What follows belongs to an exercise in optimizing a design on an open flow for small area, a short achievable clock period and few clock cycles per item; a production flow would make more cautious choices.
Only simulation tests tie the RTL to the original design; equivalence was not proved.
Power is estimated from default activity; no workload was simulated.

== run 1 ==
==> flow/design.v (excerpt) <==
module fc_layer_top (
    input  logic                  clk,
    input  logic                  rst_n,
    input  logic                  start,
    output logic                  finish,
    input  logic [31:0]           scale,
    output logic                  weight_rd_en,
    output logic [16-1:0] weight_rd_addr0,
    output logic [16-1:0] weight_rd_addr1,
    input  logic [63:0]           weight_rdata,
    output logic                  act_rd_en,
    output logic [16-1:0] act_rd_addr0,
    output logic [16-1:0] act_rd_addr1,
    input  logic [63:0]           act_rdata,
    output logic [3:0]            act_wr_we,
    output logic [16-1:0] act_wr_addr,
    output logic [31:0]           act_wr_data
);
clock: 14.5 ns
lec_check: 0
cap_margin: 20
core_margin: 2
core_utilization: 40
cts_buf_list: sky130_fd_sc_hd__clkbuf_8
slew_margin: 20
synth_hierarchical: 1
standard.sh (not shown) runs the stock make flow with config.mk's settings and CLKGATE_MAP_FILE= SYNTH_SCRIPT=/design/flow/synth_recipe.tcl, a recipe that flattens the netlist after the stock synthesis.
==> flow/flow/run.sh <==
#!/bin/bash
# The standard layout, except that the port buffers are the platform's
# smallest plain buffer instead of a delay buffer.
set -euo pipefail
export BUFFER_PORTS_ARGS="-buffer_cell sky130_fd_sc_hd__buf_1"
bash standard.sh > standard.log 2>&1
Testbench counts of run 1, summed over its fixed seeds: cycles 144,960, layers 24.
Input changes introduced in run 2 (baseline for comparison: run 1):
- clearing CTS_BUF_LIST, which used to be sky130_fd_sc_hd__clkbuf_8
==> summary.txt <==
- The final layout from run 2, which completed every stage, passed the timing, design-rule and antenna checks at the end of the flow.
- Between run 1 and run 2, clock network fraction of total power increased.
- Delta (run 2 minus run 1): period utilization shrank by 0.52 points, worst-case setup margin in the final layout climbed 0.076 ns, fraction of area in clock buffers and inverters picked up an extra 0.37 points.
- Mean area per synthesized cell: run 2 vs run 1 — no meaningful difference
- Relative to run 1, met2 wirelength from detailed routing decreased by 0.96% in run 2.
Changes in run 3 relative to run 2:
- CTS_CLUSTER_SIZE: unset -> 30
- CTS_CLUSTER_DIAMETER: unset -> 100
Findings:
Going from run 2 to run 3, the part of the total power dissipated in the clock network was found to have gone down by 8.0 points. NOTE design area run 2->run 3 decreased by a few percent. Power drawn by the clock network in run 3 is 42% lower than in run 2. Compared with run 2, run 3 shows a higher setup slack after layout. Cmp run 3 vs run 2: via count of the first global-routing pass lower in run 3. In the metrics for run 2 and run 3, the one carrying the lower smallest hold slack is run 2.
## Diff of input files: run 4 against run 3
- CTS_BUF_LIST newly set to sky130_fd_sc_hd__clkbuf_4
- CTS_CLUSTER_SIZE removed (was 30)
- CTS_CLUSTER_DIAMETER removed (was 100)
==> comparison <==
Total power consumption of the routed design (lower): run 3
As far as post-synthesis xor/xnor area fraction is concerned, run 4 and run 3 perform about the same.
Compared with run 3, run 4 shows a mean number of vias per cell that is 0.35% lower.
> inputs changed (run 4 -> run 5)
- CTS_BUF_LIST: sky130_fd_sc_hd__clkbuf_4 -> unset
==> flow/run.sh (new file) <==
#!/bin/bash
# synth_recipe.tcl (not shown) runs the flow's synth.tcl, then flattens the netlist and writes it again
# the make line also repeats each setting of config.mk as NAME=value (left out here)
make -C /OpenROAD-flow-scripts/flow DESIGN_CONFIG=/design/flow/config.mk WORK_HOME=/design/flow/orfs CLKGATE_MAP_FILE= SYNTH_SCRIPT=/design/flow/synth_recipe.tcl finish
removed: flow/flow/run.sh
removed: flow/standard.sh
==> comparison <==
Looking at power consumption, run 5 sits about 3% above run 4. NOTE detailed route wirelength on metal3 run 4->run 5 decreased by a little under 10%. The register fraction of the total cell area of run 5 falls short of that of run 4 by 1.6 points. Run 5 against run 4: cell area after layout now sits higher; via total after detailed routing saw a decrease; power density over the cells lost 2.6%.

---

Setup of the previous run:
fc_layer_top, a different RTL version from the one above (not shown whole).
Size: ~2200 cells after synthesis, ~350 flip-flops, about 280 I/O pins, about 0.024 sq mm of cells after synthesis.
Settings: LEC_CHECK=0, CAP_MARGIN=20, CORE_MARGIN=2, CORE_UTILIZATION=60, CTS_CLUSTER_DIAMETER=100, CTS_CLUSTER_SIZE=30, SLEW_MARGIN=20, SYNTH_HIERARCHICAL=1; clock period 14.5 ns.
==> flow/flow/run.sh <==
#!/bin/bash
# The standard layout, except that:
# - the port buffers are the platform's smallest plain buffer instead of a
#   delay buffer;
# - timing repair aims for some setup slack above zero, so that the few
#   slowest paths get faster than the 14.5 ns they have to meet.
set -euo pipefail
export BUFFER_PORTS_ARGS="-buffer_cell sky130_fd_sc_hd__buf_1"
export SETUP_SLACK_MARGIN=10.70
export SKIP_GATE_CLONING=1
bash standard.sh > standard.log 2>&1
The previous run finished every stage and its layout cleared the timing, design-rule and antenna checks.
Testbench counts of the previous run, summed over its fixed seeds: cycles 144,960, layers 24.
--- input diff the previous run..the current run ---
--- a/flow/flow/run.sh
+++ b/flow/flow/run.sh
@@ -9 +9 @@
-export SETUP_SLACK_MARGIN=10.70
+export SETUP_SLACK_MARGIN=10.40
==> comparison <==
- Area of all placed cells without fillers ended up 5.0% lower on the current run than on the previous run.
- The current run was carried through to the last stage, and its layout satisfied the timing, design-rule and antenna checks.
- Taking the previous run as the reference, in the current run via count fell about 1.5%; first-pass GRT wire length fell 2000 microns; H-tree depth about even; power drawn by the sequential cells about even.

-- port drivers added, routing unchanged --
Ports are ideal in the flow. The routed layouts listed here were re-timed in OpenROAD. Step 1: set_driving_cell puts a clkbuf_16 on clk and a buf_2 on each other input, an assumption about the parent block. Step 2, shift: input delay + t, output delay - t, t = (earliest + latest rising clock arrival at the registers) / 2. This alone moves slack from input paths to output paths. Slacks: ideal / step 1 / step 2; pairs: ideal / step 1.
| run | t (ns) | slack for setup (ns) | clock arrival spread, ns | worst data-port slew with drivers (ns) |
|---|---|---|---|---|
| run 1 | 0.725 | 10.164 / 10.102 / 10.335 | 0.047 / 0.046 | 0.08 |
| run 2 | 0.659 | 10.239 / 10.178 / 10.364 | 0.026 / 0.026 | 0.08 |
| run 3 | 0.638 | 10.267 / 10.203 / 10.387 | 0.036 / 0.036 | 0.08 |
| run 4 | 0.921 | 9.963 / 9.913 / 10.352 | 0.079 / 0.079 | 0.08 |
| run 5 | 0.657 | 9.801 / 9.740 / 9.815 | 0.021 / 0.021 | 0.07 |
| the previous run | 0.591 | 10.464 / 10.404 / 10.314 | 0.037 / 0.037 | 0.04 |
| the current run | 0.593 | 10.457 / 10.394 / 10.228 | 0.036 / 0.035 | 0.05 |
After both steps every run listed still meets setup and hold. For the current run, which loses most, drivers alone change the setup slack by -0.063 ns; drivers and shift together by -0.229 ns.
